From an optimization exercise on the open Yosys and OpenROAD flow, aimed at small area and a short achievable clock period; shortcuts taken in it are not production practice.
Where RTL was checked, it was by simulation tests only, not by an equivalence proof against the original.
For run 3, only the layout was checked, not whether the RTL still works.
Power and IR drop assume default switching activity.

### flow/flow/run.sh
#!/bin/bash
# Standard ORFS layout; repair_timing aims for 7.5 ns of setup slack so that
# the achieved period is pushed well below the 10 ns clock.
set -euo pipefail
bash standard.sh SETUP_SLACK_MARGIN=7.5 finish > standard_flow.log 2>&1
### flow/constraint.sdc
create_clock -name core_clock -period 10.0 [get_ports {dut_if}]
set_input_delay 2.0000 -clock core_clock [delete_from_list [all_inputs] [get_ports {dut_if}]]
set_output_delay 2.0000 -clock core_clock [all_outputs]
set_load 0.01 [all_outputs]
### flow/design.v
package bmp_pkg;
  localparam int HEADER_WORDS = 14;
  localparam int GROUP_WORDS  = 3;
  localparam int SIZE_LO_WORD = 0;
  localparam int SIZE_HI_WORD = 1;
  typedef logic [31:0] word_t;
  typedef logic [23:0] pixel_t;
  typedef logic [1:0]  mode_t;
  typedef logic [31:0] count_t;
  localparam mode_t MODE_THRESHOLD  = 2'd1;
  localparam mode_t MODE_BRIGHTNESS = 2'd2;
  typedef logic [95:0] pixel_group_t;
endpackage
module bmp_filter
(
  input  logic       dut_if,
  input  logic       reset_ind,
  input  logic       in_valid,
  input  bmp_pkg::word_t      in_data,
  input  bmp_pkg::mode_t      mode,
  input  logic [7:0] proc_val,
  output logic       out_valid,
  output bmp_pkg::word_t      out_data,
  output logic       frame_done
);
  logic [4:0]  s;
  logic [29:0] cnt;       
  logic        lastf;     
  logic        thr;       
  logic        bri;       
  logic [9:0]  pv;        
  logic [31:0] h, t;
  logic        h_pix, h_k0, h_k1, h_last;
  logic        t_pix, t_k0, t_k1, t_last;
  logic [1:0]  n;
  logic        cr;        
  logic        out_last;
  logic pix, s0, s1, s01, last;
  assign pix  = s[4];
  assign s0   = (s == 5'd0);
  assign s1   = (s == 5'd1);
  assign s01  = (s[4:1] == 4'd0);          
  assign last = lastf && !s01;
  always_ff @(posedge dut_if) begin
    if (in_valid && s0) begin
      thr <= (mode == bmp_pkg::MODE_THRESHOLD);
      bri <= (mode == bmp_pkg::MODE_BRIGHTNESS);
      pv  <= {2'b00, proc_val};
    end else if (in_valid && s1 && thr) begin
      pv  <= ~(10'({pv[7:0], 1'b0}) + 10'(pv[7:0]) + 10'd2);
    end
  end
  logic [29:0] cnt_dec;
  always_comb begin
    logic [5:0] bin;
    logic       b;
    bin[0] = 1'b1;
    for (int k = 1; k < 6; k++) bin[k] = bin[k-1] && (cnt[6*(k-1) +: 6] == 6'd0);
    for (int k = 0; k < 5; k++) begin
      b = bin[k];
      for (int i = 0; i < 6; i++) begin
        cnt_dec[6*k+i] = cnt[6*k+i] ^ b;
        b = b && !cnt[6*k+i];
      end
    end
  end
  always_ff @(posedge dut_if) begin
    if (s0)                  cnt[13:0]  <= {in_data[7:0], in_data[15:10]};
    else if (in_valid && !s1) cnt[13:0] <= cnt_dec[13:0];
    if (s1)                  cnt[29:14] <= {in_data[23:16], in_data[31:24]};
    else if (in_valid)        cnt[29:14] <= cnt_dec[29:14];
    if (in_valid) lastf <= !s01 && (cnt == 30'd4);
    if (reset_ind) begin
      s <= 5'd0;
    end else if (in_valid) begin
      if (last)                    s <= 5'd0;
      else if (s == 5'd13)         s <= 5'b10000;
      else if (pix && s[1])        s <= 5'b10000;
      else                         s <= s + 5'd1;
    end
  end
  logic [1:0] held;
  logic       pop, rel_all, h_en, t_en;
  assign held    = pix ? s[1:0] : 2'd0;
  assign rel_all = pix && s[1] && (n != 2'd0);
  assign pop     = (n > held) || (rel_all && in_valid);
  assign h_en    = pop || (n == 2'd0);
  assign t_en    = pop || (n != 2'd2);
  always_ff @(posedge dut_if) begin
    if (h_en) begin
      if (n == 2'd2) begin
        h <= t;
        {h_pix, h_k0, h_k1, h_last} <= {t_pix, t_k0, t_k1, t_last};
      end else begin
        h <= in_data;
        {h_pix, h_k0, h_k1, h_last} <= {pix, s[1:0] == 2'd0, s[0], last};
      end
    end
    if (t_en) begin
      t <= in_data;
      {t_pix, t_k0, t_k1, t_last} <= {pix, s[1:0] == 2'd0, s[0], last};
    end
  end
  function automatic logic over(input logic [7:0] x, input logic [7:0] y,
                                input logic [7:0] z, input logic [9:0] k);
    logic [9:0] s1, c1, s2, c2;
    logic [10:0] tt;
    s1 = {2'b00, x ^ y ^ z};
    c1 = {1'b0, (x & y) | (x & z) | (y & z), 1'b0};
    s2 = s1 ^ c1 ^ k;
    c2 = (s1 & c1) | (s1 & k) | (c1 & k);
    tt = 11'(s2) + {c2, 1'b0};
    over = tt[10];
  endfunction
  logic [7:0] h3, h2, h1, h0, x3, x2;
  logic       u1, u2;
  assign {h3, h2, h1, h0} = h;
  assign x3 = h_last ? 8'd0 : t[31:24];
  assign x2 = h_last ? 8'd0 : t[23:16];
  assign u1 = over(h3, h2, h1, pv);
  assign u2 = over(h0, h_k0 ? x3 : h1, h_k0 ? x2 : (h_k1 ? x3 : h2), pv);
  logic [7:0]  pe;
  logic [31:0] odata;
  assign pe = (bri && h_pix) ? pv[7:0] : 8'd0;
  always_comb begin
    for (int j = 0; j < 4; j++) begin
      logic [8:0] sum;
      sum = 9'(h[8*j +: 8]) + 9'(pe);
      if (sum[8] != pe[7]) odata[8*j +: 8] = {8{sum[8]}};
      else                 odata[8*j +: 8] = sum[7:0];
    end
    if (thr && h_pix)
      odata = {{8{h_k0 ? u1 : cr}}, {8{h_k0 ? u1 : (h_k1 ? cr : u2)}},
               {8{h_k0 ? u1 : u2}}, {8{u2}}};
  end
  always_ff @(posedge dut_if) begin
    out_data <= odata;
    out_last <= h_last;
    if (pop) cr <= u2;
    if (reset_ind) begin
      n          <= 2'd0;
      out_valid  <= 1'b0;
      frame_done <= 1'b0;
    end else begin
      n          <= n + 2'(in_valid) - 2'(pop);
      out_valid  <= pop;
      frame_done <= out_valid && out_last;
    end
  end
endmodule
### flow/config.mk
export PLATFORM = sky130hd
export DESIGN_NAME = bmp_filter
export DESIGN_NICKNAME = bmp_filter
export VERILOG_FILES = /design/flow/design.v
export SDC_FILE = /design/flow/constraint.sdc
export NUM_CORES = 4
export LEC_CHECK = 0
export ABC_CLOCK_PERIOD_IN_PS = 2500
export CAP_MARGIN = 20
export CORE_MARGIN = 2
export CORE_UTILIZATION = 40
export SLEW_MARGIN = 20
### flow/standard.sh
#!/bin/bash
# synth_recipe.tcl (not shown) runs the flow's synth.tcl, then flattens the netlist and writes it again
# the make line also repeats each setting of config.mk as NAME=value (left out here)
make -C /OpenROAD-flow-scripts/flow DESIGN_CONFIG=/design/flow/config.mk WORK_HOME=/design/flow/orfs CLKGATE_MAP_FILE= SYNTH_SCRIPT=/design/flow/synth_recipe.tcl "${@:-finish}"
==> out/metrics.yaml, run 1 <==
outcome:
  status: "no timing/DRC/antenna violations"
sta:
  rsz0062_at_grt: "yes"
  finalCritPeriodShare_pct: 34.5
  slew_headroom_pct: 38.5
  period_needed_ns: 3.45
  finalClockSkew_ns: 0.0156
  max_freq_ghz: 0.290
  worst_pin_slew_ns: 0.921
  drv_slew: 0
  final-setup-viol-count: 0
  hold_violations: 0
  tns_ns: 0
synth:
  ys_seq_elements: 158
  synth.distinct_cells: 65
  synth_cells: 895
  async_flop_share_pct: 0
  synth_edf_count: 114
  ys_seq_area_share_pct: 44.6
  syn_avg_cell_area_um2: 10.8
  ys_warn_count: 1
  synth_area_um2: 9650
  synth_flop_cell: "edfxtp_1"
  synthesis.nets: 1070
floorplan:
  ios: 79
  num_rows: 56
  die_area_um2: 25400
  die_w_um: 159
  initial_core_util_pct: 40.9
  core_um2: 23600
  dieHeight_um: 159
critical_path:
  cp_max_fo: 8
  worst_r2r_path_depth: 17
  cp_slowest_stage_delay_ns: 0.48
  worstSetupStartpointType: "register"
  cp_slowest_cell: "edfxtp_1"
  crit_path_frequent_cell: "buf_6"
  r2r_end: "out_data[16]"
  crit_type: "register to register"
  required_ns: 10.36
  cp.arrival_ns: 3.82
  cp-end-kind: "register"
  crit_chain: "buf_6 > nor2_4 > buf_6 > buf_6 > nand2_4 > o21ai_2 > fa_1 > fa_2 > ha_4 > nand4_1 > o22ai_1 > o211ai_1 > buf_4 > a211oi_2 > o21ai_2 > buf_6 > o21ai_1"
  reg2reg_setup_slack_ns: 6.55
  worstReg2RegStart: "h_last"
flow_run:
  maxCapViolCount: 0
cts:
  ctsHoldBuffers: 0
  clk_pin_slew_ns: 0.07
  root_buffer: "clkbuf_16"
  cts_buffers: 17
  htreeDepth: 4
  clock_latency_ns: 0.44
  cts_num_sinks: 158
  cts_tree: "yes"
  clockBufferDepth: 2
drt:
  vias: 7254
  ant_nets: 0
  detail_route.wl_per_cell_um: 18.8
  drt_wl_total_um: 25900
  drtIter0Drc: 446
  vias_per_cell: 5.28
  drt-pass1-iter-count: 5
  post-route-drc-count: 0
global_route:
  first_global_vias: 7110
  overflow: 0
  grt_pass1_wl_um: 39300
  grt_max_degree: 44
  antenna_found_initial: 0
  globalRouteTotalUtil_pct: 20.2
power_and_ir_drop:
  power.density_nw_per_um2: 354
  swShare_pct: 41.8
  power_frac_seq_pct: 26.9
  switching_power_mw: 1.89
  clkPwrFrac_pct: 15.4
  p_leak_nw: 5.34
  ir_drop_uv: 230
  p_int_mw: 2.63
  combPwrFrac_pct: 57.8
place:
  post-dp-hpwl_um: 17500
  globalplace.congestion: 0.864
  port-buffer-count: 78
hold_path:
  hold_start: "out_last"
  hp-class: "register to register"
  hold-path-endpoint: "frame_done"
  whs_path_depth: 2
layout:
  multiInputGateArea_um2: 5720
  nets: 1217
  diodes: 0
  drive_gt1_share_pct: 28.2
  register_area_um2: 4330
  areaGrowthSynthToFinish_pct: 32.0
  fillCellCount: 2087
  finalCoreUtilization_pct: 54.0
[through the flow]
stage	cells	power [mW]	worst slack (ns)	cell area (um^2)	hold slack (ns)
finish	1374	4.52	6.55	12700	0.413
floorplan	895	2.56	6.77	9850	0.364
CTS	1355	4.16	6.65	12200	0.418
global route	1374	4.86	6.42	12700	0.431
global placement	1271	3.09	5.60	10900	0.408
detailed placement	1271	3.13	5.53	10900	0.408
[worst max-delay path, delay by kind of cell, from the launching register on]
| kind | cells | cell delay (ns) |
|---|---|---|
| and+or+nand+nor | 3 | 0.33 |
| buffers and inverters | 5 | 0.70 |
| adders and majority gates | 3 | 1.13 |
| AOI/OAI and AO/OA | 6 | 0.73 |
| DFF | 1 | 0.48 |
[state kept, by name (all words and copies together) (netlist names)]
name,count
h,32
out_data,32
t,32
cnt,30
pv,10
s,5
n,2
bri,1
cr,1
frame_done,1
h_k0,1
h_k1,1
h_last,1
h_pix,1
lastf,1
out_last,1
out_valid,1
t_k0,1
t_k1,1
t_last,1
t_pix,1
thr,1
[cell families (layout without fill, tap and decap cells)]
logic type               count (synthesis)  in the layout  share of synthesized area (%)
AO/OA/AOI/OAI                          222            222                           14.6
flip-flops                             158            158                           44.6
XOR/XNOR                                25             25                           2.27
adder cells (fa/ha/maj)                130            130                           19.6
AND/OR/NAND/NOR                        214            227                           10.5
buffers and inverters                  111            258                           4.41
multiplexers                            35             35                           4.07
[synth_stat cells (all sizes together) (6+ instances only)]
cell type	count	area, um^2
a211oi	9	72.6
a21o	6	45.0
a21oi	89	475
and3	10	62.6
buf	7	35.0
clkbuf	15	56.3
dfxtp	44	881
edfxtp	114	3420
fa	35	701
ha	95	1190
inv	87	327
mux2	34	383
nand2	64	240
nand2b	12	75.1
nand3	11	60.1
nand4	6	37.5
nor2	69	259
nor2b	18	113
nor3	8	56.3
o211ai	7	57.6
o21ai	67	350
o2bb2ai	6	52.6
xnor2	17	149
xor2	8	70.1
[how the worst max path moves through the flow]
stage,startpoint,endpoint,slack [ns],depth (start not counted)
finish,h_last,out_data[16],6.55,17
global route,h_last,out_data[20],6.42,17
CTS,h_last,out_data[2],6.65,14
detailed placement,in_valid,n[1],5.53,9
global placement,in_valid,n[1],5.60,9
floorplan,h_last,out_data[23],6.77,14
[area by class of cell]
type,instances,share of cell area [%]
tap,319,3.13
timing repair inverter,1,0.0393
clock inverter,15,1.55
multi-input combinational,639,44.9
timing repair buffer,136,10.4
sequential,158,34.0
clock buffer,17,3.34
inverter,89,2.70
[repair_timing]
action                                  4_1_cts  5_1_grt
endpoints found under the setup margin      244      162
gates cloned                                 13        2
pin swaps                                    41       38
resized for setup                           263       89
setup buffers                                39       16
[power by group through the flow]
stage	Combinational, mW	Sequential, mW	Clock [mW]
final	2.61	1.21	0.693
after global routing	2.89	1.24	0.729
after CTS	2.26	1.20	0.701
after detailed placement	1.89	1.24	0
after global placement	1.85	1.24	0
after floorplan	1.41	1.15	0
[cell usage in the layout, fill, tap and decap left out, types with 15 or more instances in the layout]
master / n
o21ai_1: 39
inv_1: 80
o21ai_0: 15
clkbuf_16: 18
nor2b_1: 16
nand2_1: 49
mux2_2: 33
fa_1: 29
buf_4: 31
a21oi_1: 74
dfxtp_1: 24
buf_6: 38
ha_1: 79
xnor2_1: 17
dlygate4sd2_1: 32
nor2_1: 65
edfxtp_1: 114
dfxtp_2: 20
[metal layers]
metal | vias up | part of all wire, % | wire, um | GRT usage [%]
met5 | - | 0 | 0 | 0
met3 | 46 | 4.9 | 1260 | 3.52
li1 | 3519 | - | - | -
met2 | 216 | 48 | 12400 | 33.9
met1 | 3473 | 44 | 11400 | 26.5
met4 | 0 | 2.8 | 735 | 6.69
==> inputs of run 2 (changes only) <==
==> flow/flow/run.sh (replaced) <==
#!/bin/bash
# Standard ORFS layout; repair_timing aims for 7 ns of setup slack so that
# the achieved period is pushed well below the 10 ns clock.
set -euo pipefail
bash standard.sh SETUP_SLACK_MARGIN=7 finish > standard_flow.log 2>&1
==> out/metrics.yaml, run 2 <==
drt:
  drt_wl_total_um: 23200  # -10%
  post-route-drc-count: 0  # unchanged
  drt-pass1-iter-count: 5  # unchanged
  ant_nets: 0  # unchanged
  drtIter0Drc: 427  # -4.3%
  vias: 6821  # -6.0%
  vias_per_cell: 5.16  # -2.2%
  detail_route.wl_per_cell_um: 17.6  # -6.6%
critical_path:
  crit_chain: "nor2b_4 > a21oi_2 > o21ai_2 > fa_1 > fa_1 > ha_4 > nand4_1 > o22ai_1 > o211ai_1 > buf_4 > a21oi_4 > buf_4 > buf_6"
  cp_max_fo: 8  # unchanged
  cp-end-kind: "register"
  cp.arrival_ns: 3.80  # -0.02 ns
  worst-path-buf-inv: 3  # -2
  r2r_end: "cr"
  worstSetupStartpointType: "register"
  cp_slowest_cell: "edfxtp_1"
  crit_type: "register to register"
  worstReg2RegStart: "h_last"
  crit_family: "adder cells"
  reg2reg_setup_slack_ns: 6.51  # -0.04 ns
  worst_r2r_path_depth: 13  # -4
  required_ns: 10.31  # -0.05 ns
  cp_slowest_stage_delay_ns: 0.51  # +0.03 ns
sta:
  period_needed_ns: 3.49  # +0.0368 ns
  slew_headroom_pct: 36.4  # -2.1 points
  worst_pin_slew_ns: 0.952  # +0.0312 ns
  tns_ns: 0  # unchanged
  hold_violations: 0  # unchanged
  max_freq_ghz: 0.286  # -1.1%
  drv_slew: 0  # unchanged
  final-setup-viol-count: 0  # unchanged
  finalCritPeriodShare_pct: 34.9  # +0.37 points
  hold_ws_ns: 0.420  # +0.00727 ns
  finalClockSkew_ns: 0.0122  # -0.00341 ns
  rsz0062_at_grt: "yes"
synth:
  syn_avg_cell_area_um2: 10.8  # unchanged
  synth_cells: 895  # unchanged
  synth.distinct_cells: 65  # unchanged
  synthesis.nets: 1070  # unchanged
  synth_area_leader_cell: "edfxtp_1"
  async_flop_share_pct: 0  # unchanged
  synth_flop_cell: "edfxtp_1"
  ys_seq_area_share_pct: 44.6  # unchanged
  synth_most_common_cell: "edfxtp_1"
  synth_area_um2: 9650  # unchanged
  ys_warn_count: 1  # unchanged
  synth_top_cell_area_share_pct: 35.5  # unchanged
  synth_edf_count: 114  # unchanged
  synthTopCellsByArea: "edfxtp_1, ha_1, dfxtp_1, fa_1, a21oi_1"
  yosys-top-cells-count: "edfxtp_1, ha_1, inv_1"
  ys_seq_elements: 158  # unchanged
hold_path:
  hp-class: "register to register"
  hold_start: "out_last"
  whs_path_depth: 2  # unchanged
  hold-path-endpoint: "frame_done"
global_route:
  first_global_vias: 6750  # -5.1%
  grt_use_met2_pct: 31.0  # -2.9 points
  antenna_found_initial: 0  # unchanged
  grt_pass1_wl_um: 36800  # -6.4%
  overflow: 0  # unchanged
  grt.busiest_layer: "met2"
  met1_usage_pct: 24.7  # -1.8 points
  globalRouteTotalUtil_pct: 18.7  # -1.5 points
  use_met3_pct: 3.83  # +0.31 points
  grt_max_degree: 40  # -9.1%
place:
  port-buffer-count: 78  # unchanged
  post-dp-hpwl_um: 17800  # +1.7%
  numPlacedInstances: 1271  # unchanged
  globalplace.congestion: 0.853  # -1.3%
outcome:
  status: "no timing/DRC/antenna violations"
floorplan:
  die_w_um: 159  # unchanged
  ios: 79  # unchanged
  core_um2: 23600  # unchanged
  initial_core_util_pct: 40.9  # unchanged
  die_area_um2: 25400  # unchanged
  dieHeight_um: 159  # unchanged
  num_rows: 56  # unchanged
power_and_ir_drop:
  ir_drop_uv: 170  # -26%
  total_power_mw: 3.95  # -13%
  power.density_nw_per_um2: 339  # -4.3%
  p_leak_nw: 4.89  # -8.4%
layout:
  nets: 1164  # -4.4%
  areaGrowthSynthToFinish_pct: 20.6
  final_cell_mix: "edfxtp_1, ha_1, inv_1"
  reg_top3: "h x32, out_data x32, t x32"
  layout_commonest_cell: "edfxtp_1"
  diodes: 0  # unchanged
  fin_cells: 1321  # -3.9%
  drive_gt1_share_pct: 16.9  # -11 points
flow_run:
  maxCapViolCount: 0  # unchanged
cts:
  clockBufferDepth: 2  # unchanged
  htreeDepth: 4  # unchanged
  clk_pin_slew_ns: 0.07  # about the same
  clock_latency_ns: 0.44  # about the same
  ctsHoldBuffers: 0  # unchanged
  cts_tree: "yes"
  root_buffer: "clkbuf_16"
  cts_buffers: 17  # unchanged
  cts_num_sinks: 158  # unchanged
==> run 2: changes by cell type in the layout (fill, tap and decap cells not counted), moves of 11 or more <==
cell,change
buf_6,-35
buf_2,-13
nand2_1,+11
dfxtp_1,+19
nand2_8,-12
dlygate4sd2_1,-32
dfxtp_2,-19
clkdlybuf4s50_1,+33
buf_4,-16
clkbuf_2,+23
==> run 2: where the power goes <==
group	total (mW)	internal, mW	switching [mW]
clock network	0.666	0.376	0.289
logic	2.09	0.955	1.13
registers	1.19	0.994	0.201
==> run 2: worst max-delay path by stage <==
stage | startpoint | end | cells past startpoint
6_report | h_last | cr | 13
5_1_grt | h_last | out_data[9] | 15
4_1_cts | h_last | out_data[14] | 12
3_5_place_dp | h_k0 | out_data[23] | 13
3_3_place_gp | h_k0 | out_data[23] | 13
2_1_floorplan | h_last | out_data[23] | 14
==> run 2: worst min-delay path, stage by stage, from the launching register on <==
cell and delay (ns):
dfxtp_1 0.30, nand2_1 0.05, nor2_1 0.03
==> run 2: through the flow <==
stage	utilization [%]	instance area [um^2]	setup WS, ns
final	49.3	11600	6.51
after global routing	49.3	11600	6.37
after CTS	49.4	11700	6.56
after detailed placement	45.8	10800	5.60
after global placement	45.8	10800	5.69
after floorplan	-	9730	6.77
==> run 2: cells by family (layout without fill, tap and decap cells) <==
| group | after synthesis | after routing | share of synthesized area [%] |
|---|---|---|---|
| muxes | 35 | 35 | 4.07 |
| buffers and inverters | 111 | 218 | 4.41 |
| DFF | 158 | 158 | 44.6 |
| adders and majority gates | 130 | 130 | 19.6 |
| AOI/OAI and AO/OA | 222 | 222 | 14.6 |
| xor gates and xnor gates | 25 | 25 | 2.27 |
| and+or+nand+nor | 214 | 214 | 10.5 |
==> run 2: area by class of cell <==
| class | instances | area (um^2) |
|---|---|---|
| clock inverter | 15 | 173 |
| multi-input combinational | 626 | 5150 |
| timing repair buffer | 97 | 837 |
| fill | 2165 | 12000 |
| tap | 319 | 399 |
| sequential | 158 | 4310 |
| clock buffer | 17 | 425 |
| inverter | 89 | 345 |
==> run 2: routing by layer <==
metal  vias to the layer above  wire (um)
met2                       152      11200
met5                         -          0
met3                        32        868
met4                         0        484
li1                       3390          -
met1                      3247      10600
==> run 2: what timing repair did <==
item	CTS	global route
setup endpoints to repair	192	78
resized for setup	90	50
pin swaps	19	9
buffers inserted	16	1
==> inputs of run 3 (changes only) <==
--- a/flow/design.v
+++ b/flow/design.v
@@ -30,8 +30,9 @@
   logic        bri;       
   logic [9:0]  pv;        
   logic [31:0] h, t;
-  logic        h_pix, h_k0, h_k1, h_last;
-  logic        t_pix, t_k0, t_k1, t_last;
+  logic        h_pix, h_k0, h_k1, h_nx, h_last;
+  logic        t_pix, t_k0, t_k1, t_nx, t_last;
+  logic [4:0]  in_tag;
   logic [1:0]  n;
   logic        cr;        
   logic        out_last;
@@ -86,39 +87,42 @@
   assign pop     = (n > held) || (rel_all && in_valid);
   assign h_en    = pop || (n == 2'd0);
   assign t_en    = pop || (n != 2'd2);
+  assign in_tag = {pix, pix && s[1:0] == 2'd0, pix && s[0],
+                   pix && !s[1] && !last, last};
   always_ff @(posedge dut_if) begin
     if (h_en) begin
       if (n == 2'd2) begin
         h <= t;
-        {h_pix, h_k0, h_k1, h_last} <= {t_pix, t_k0, t_k1, t_last};
+        {h_pix, h_k0, h_k1, h_nx, h_last} <= {t_pix, t_k0, t_k1, t_nx, t_last};
       end else begin
         h <= in_data;
-        {h_pix, h_k0, h_k1, h_last} <= {pix, s[1:0] == 2'd0, s[0], last};
+        {h_pix, h_k0, h_k1, h_nx, h_last} <= in_tag;
       end
     end
     if (t_en) begin
       t <= in_data;
-      {t_pix, t_k0, t_k1, t_last} <= {pix, s[1:0] == 2'd0, s[0], last};
+      {t_pix, t_k0, t_k1, t_nx, t_last} <= in_tag;
     end
   end
   function automatic logic over(input logic [7:0] x, input logic [7:0] y,
                                 input logic [7:0] z, input logic [9:0] k);
     logic [9:0] s1, c1, s2, c2;
     logic [10:0] tt;
-    s1 = {2'b00, x ^ y ^ z};
-    c1 = {1'b0, (x & y) | (x & z) | (y & z), 1'b0};
-    s2 = s1 ^ c1 ^ k;
-    c2 = (s1 & c1) | (s1 & k) | (c1 & k);
+    s1 = 10'(x) ^ 10'(y) ^ k;
+    c1 = {(10'(x) & 10'(y)) | (10'(x) & k) | (10'(y) & k)} << 1;
+    s2 = s1 ^ c1 ^ 10'(z);
+    c2 = (s1 & c1) | (s1 & 10'(z)) | (c1 & 10'(z));
     tt = 11'(s2) + {c2, 1'b0};
     over = tt[10];
   endfunction
   logic [7:0] h3, h2, h1, h0, x3, x2;
-  logic       u1, u2;
+  logic       q, p1, p2;
   assign {h3, h2, h1, h0} = h;
-  assign x3 = h_last ? 8'd0 : t[31:24];
-  assign x2 = h_last ? 8'd0 : t[23:16];
-  assign u1 = over(h3, h2, h1, pv);
-  assign u2 = over(h0, h_k0 ? x3 : h1, h_k0 ? x2 : (h_k1 ? x3 : h2), pv);
+  assign x3 = h_nx ? t[31:24] : 8'd0;
+  assign x2 = h_nx ? t[23:16] : 8'd0;
+  assign q  = over(h2, h1, h_k0 ? h3 : h0, pv);
+  assign p1 = over(h0, x3, x2, pv);
+  assign p2 = over(h1, h0, x3, pv);
   logic [7:0]  pe;
   logic [31:0] odata;
   assign pe = (bri && h_pix) ? pv[7:0] : 8'd0;
@@ -130,13 +134,13 @@
       else                 odata[8*j +: 8] = sum[7:0];
     end
     if (thr && h_pix)
-      odata = {{8{h_k0 ? u1 : cr}}, {8{h_k0 ? u1 : (h_k1 ? cr : u2)}},
-               {8{h_k0 ? u1 : u2}}, {8{u2}}};
+      odata = {{8{h_k0 ? q : cr}}, {8{h_k1 ? cr : q}},
+               {8{h_k1 ? p2 : q}}, {8{h_k0 ? p1 : (h_k1 ? p2 : q)}}};
   end
   always_ff @(posedge dut_if) begin
     out_data <= odata;
     out_last <= h_last;
-    if (pop) cr <= u2;
+    if (pop) cr <= h_k0 ? p1 : p2;
     if (reset_ind) begin
       n          <= 2'd0;
       out_valid  <= 1'b0;
==> out/metrics.yaml, run 3 <==
critical_path:
  cp-end-kind: "register"
  required_ns: 10.34  # +0.03 ns
  crit_type: "register to register"
  worst-path-buf-inv: 4  # +1
  worstReg2RegStart: "h[3]"
  cp_slowest_cell: "fa_1"
  worstSetupStartpointType: "register"
  crit_chain: "buf_6 > fa_1 > inv_2 > fa_1 > inv_2 > ha_4 > nand4_1 > a2111oi_2 > o31a_2 > buf_4 > nor2_2 > a311o_2 > o21ai_0"
  crit_family: "adder cells"
  cp_max_fo: 8  # unchanged
  cp.arrival_ns: 3.81  # about the same
  cp_slowest_stage_delay_ns: 0.55  # +0.04 ns
  r2r_end: "out_data[9]"
  reg2reg_setup_slack_ns: 6.54  # +0.03 ns
  worst_r2r_path_depth: 13  # unchanged
layout:
  areaGrowthSynthToFinish_pct: 22.1
  fillCellCount: 2300  # +6.2%
  diodes: 0  # unchanged
  layout_commonest_cell: "edfxtp_1"
  final_cell_mix: "edfxtp_1, inv_1, ha_1"
  register_area_um2: 4360  # +1.4%
  reg_top3: "h x32, out_data x32, t x32"
  multiInputGateArea_um2: 5640  # +9.5%
  drive_gt1_share_pct: 17.8  # +0.94 points
  nets: 1252  # +7.6%
  finalCoreUtilization_pct: 49.7  # +0.41 points
synth:
  syn_avg_cell_area_um2: 10.9  # +1.2%
  synth_most_common_cell: "edfxtp_1"
  synthesis.nets: 1134  # +6.0%
  ys_seq_area_share_pct: 42.7  # -1.9 points
  async_flop_share_pct: 0  # unchanged
  synth_top_cell_area_share_pct: 34.1  # -1.4 points
  synth_flop_cell: "edfxtp_1"
  synthTopCellsByArea: "edfxtp_1, ha_1, fa_1, dfxtp_1, inv_1"
  synth_area_leader_cell: "edfxtp_1"
  synth_edf_count: 116  # +1.8%
  ys_warn_count: 1  # unchanged
  synth.distinct_cells: 65  # unchanged
  synth_area_um2: 10200  # +5.8%
  ys_seq_elements: 160  # +1.3%
  yosys-top-cells-count: "edfxtp_1, inv_1, ha_1"
  synth_cells: 936  # +4.6%
drt:
  vias: 7158  # +4.9%
  drt-pass1-iter-count: 5  # unchanged
  post-route-drc-count: 0  # unchanged
  vias_per_cell: 5.12  # -0.77%
  drtIter0Drc: 513  # +20%
  ant_nets: 0  # unchanged
  detail_route.wl_per_cell_um: 17.8  # +1.3%
  drt_wl_total_um: 24900  # +7.1%
global_route:
  first_global_vias: 6948  # +2.9%
  overflow: 0  # unchanged
  grt_pass1_wl_um: 38700  # +5.0%
  antenna_found_initial: 0  # unchanged
  grt_max_degree: 40  # unchanged
  globalRouteTotalUtil_pct: 19.3  # +0.58 points
flow_run:
  maxCapViolCount: 0  # unchanged
power_and_ir_drop:
  ir_drop_uv: 154  # -9.1%
  p_leak_nw: 5.47  # +12%
  power.density_nw_per_um2: 338  # -0.45%
  total_power_mw: 4.21  # +6.7%
floorplan:
  initial_core_util_pct: 40.7  # -0.19 points
  ios: 79  # unchanged
  dieHeight_um: 164  # +2.8%
  die_w_um: 164  # +2.8%
  die_area_um2: 26800  # +5.7%
  num_rows: 58  # +3.6%
  core_um2: 25100  # +6.3%
sta:
  period_needed_ns: 3.46  # -0.0274 ns
  finalClockSkew_ns: 0.0119  # -0.000357 ns
  slew_headroom_pct: 54.5  # +18 points
  tns_ns: 0  # unchanged
  rsz0062_at_grt: "yes"
  hold_violations: 0  # unchanged
  drv_slew: 0  # unchanged
  worst_pin_slew_ns: 0.682  # -0.271 ns
  finalCritPeriodShare_pct: 34.6  # -0.27 points
  max_freq_ghz: 0.289  # +0.79%
  final-setup-viol-count: 0  # unchanged
place:
  globalplace.congestion: 0.875  # +2.5%
  post-dp-hpwl_um: 18700  # +5.1%
  port-buffer-count: 78  # unchanged
cts:
  clockBufferDepth: 2  # unchanged
  root_buffer: "clkbuf_16"
  clock_latency_ns: 0.43  # about the same
  htreeDepth: 4  # unchanged
  cts_buffers: 17  # unchanged
  cts_num_sinks: 160  # +1.3%
  clk_pin_slew_ns: 0.07  # about the same
  cts_tree: "yes"
hold_path:
  hold_start: "h_last"
  hp-class: "register to register"
  whs_path_depth: 0  # -2
  hold-path-endpoint: "out_last"
outcome:
  status: "no timing/DRC/antenna violations"
-- run 3: report_power, final --
part / switching, mW / internal (mW) / leakage (nW) / total [mW]
clock network: 0.291 / 0.359 / 0.289 / 0.650
registers: 0.216 / 1.01 / 1.55 / 1.23
logic: 1.26 / 1.07 / 3.63 / 2.33
-- run 3: metrics by stage --
step / instances / setup WS (ns) / area [um^2] / hold slack [ns]
6_report: 1397 / 6.54 / 12500 / 0.368
5_1_grt: 1397 / 6.41 / 12500 / 0.377
4_1_cts: 1379 / 6.55 / 12300 / 0.385
3_5_place_dp: 1326 / 5.50 / 11500 / 0.369
3_3_place_gp: 1326 / 5.54 / 11500 / 0.363
2_1_floorplan: 936 / 6.63 / 10400 / 0.323
-- run 3: kinds of logic after synthesis --
family,after synthesis,synth area share (%)
DFF,160,42.7
AOI/OAI and AO/OA,193,12.2
xor gates and xnor gates,33,2.83
adders and majority gates,154,22.4
muxes,44,4.78
buffers and inverters,135,5.12
and+or+nand+nor,217,9.98
-- run 3: cell type report --
cell class	count	area share, %
multi-input combinational	641	45.2
sequential	160	35.0
timing repair buffer	119	8.35
clock buffer	18	3.52
inverter	115	3.46
tap	330	3.31
clock inverter	14	1.16
-- run 3: worst max-delay path by stage --
stage | start | to | slack, ns | depth (start not counted)
after floorplan | in_valid | n[1] | 6.63 | 9
after global placement | in_valid | t[16] | 5.54 | 3
after detailed placement | in_valid | t[18] | 5.50 | 3
after CTS | pv[3] | out_data[5] | 6.55 | 12
after global routing | h[3] | out_data[5] | 6.41 | 13
final | h[3] | out_data[9] | 6.54 | 13
-- run 3: what timing repair did --
item,in CTS,in global routing
resized for setup,104,47
pin swaps,16,30
hold buffers,0,0
setup endpoints to repair,204,58
hold endpoints to repair,0,0
setup buffers,21,17
-- run 3: metal layers --
metal	share of wire [%]	GRT usage, %	up-vias
li1	-	-	3537
met1	46	26.1	3419
met2	48	31.8	178
met3	4.5	3.46	24
met4	2.1	5.66	0
met5	0	0	-

## port drivers added, routing unchanged
No port has a modelled driver above. Below, the same layouts with a new extraction and two added sets of constraints. Step 1: set_driving_cell puts a clkbuf_16 on dut_if and a buf_2 on each other input, an assumption about the parent block. Step 2 adds t to the input delays and takes it off the output delays; t is the mean of the earliest and latest rising clock arrival at the registers after step 1. Input paths then give back, and output paths get back, about the clock's delay inside the block. a / b / c = no drivers / after step 1 / after step 2; a / b = the first two.
run | shift t [ns] | slack for setup (ns) | hold WS [ns] | worst register clock-pin slew, ns | cell pins on the clock port's net
run 1 | 0.483 | 6.546 / 6.546 / 6.546 | 0.413 / 0.413 / 0.413 | 0.07 / 0.07 | 1
run 2 | 0.478 | 6.509 / 6.509 / 6.509 | 0.420 / 0.420 / 0.420 | 0.07 / 0.07 | 1
run 3 | 0.472 | 6.536 / 6.536 / 6.536 | 0.368 / 0.368 / 0.368 | 0.07 / 0.07 | 1
After both steps setup and hold are still met in every run listed.
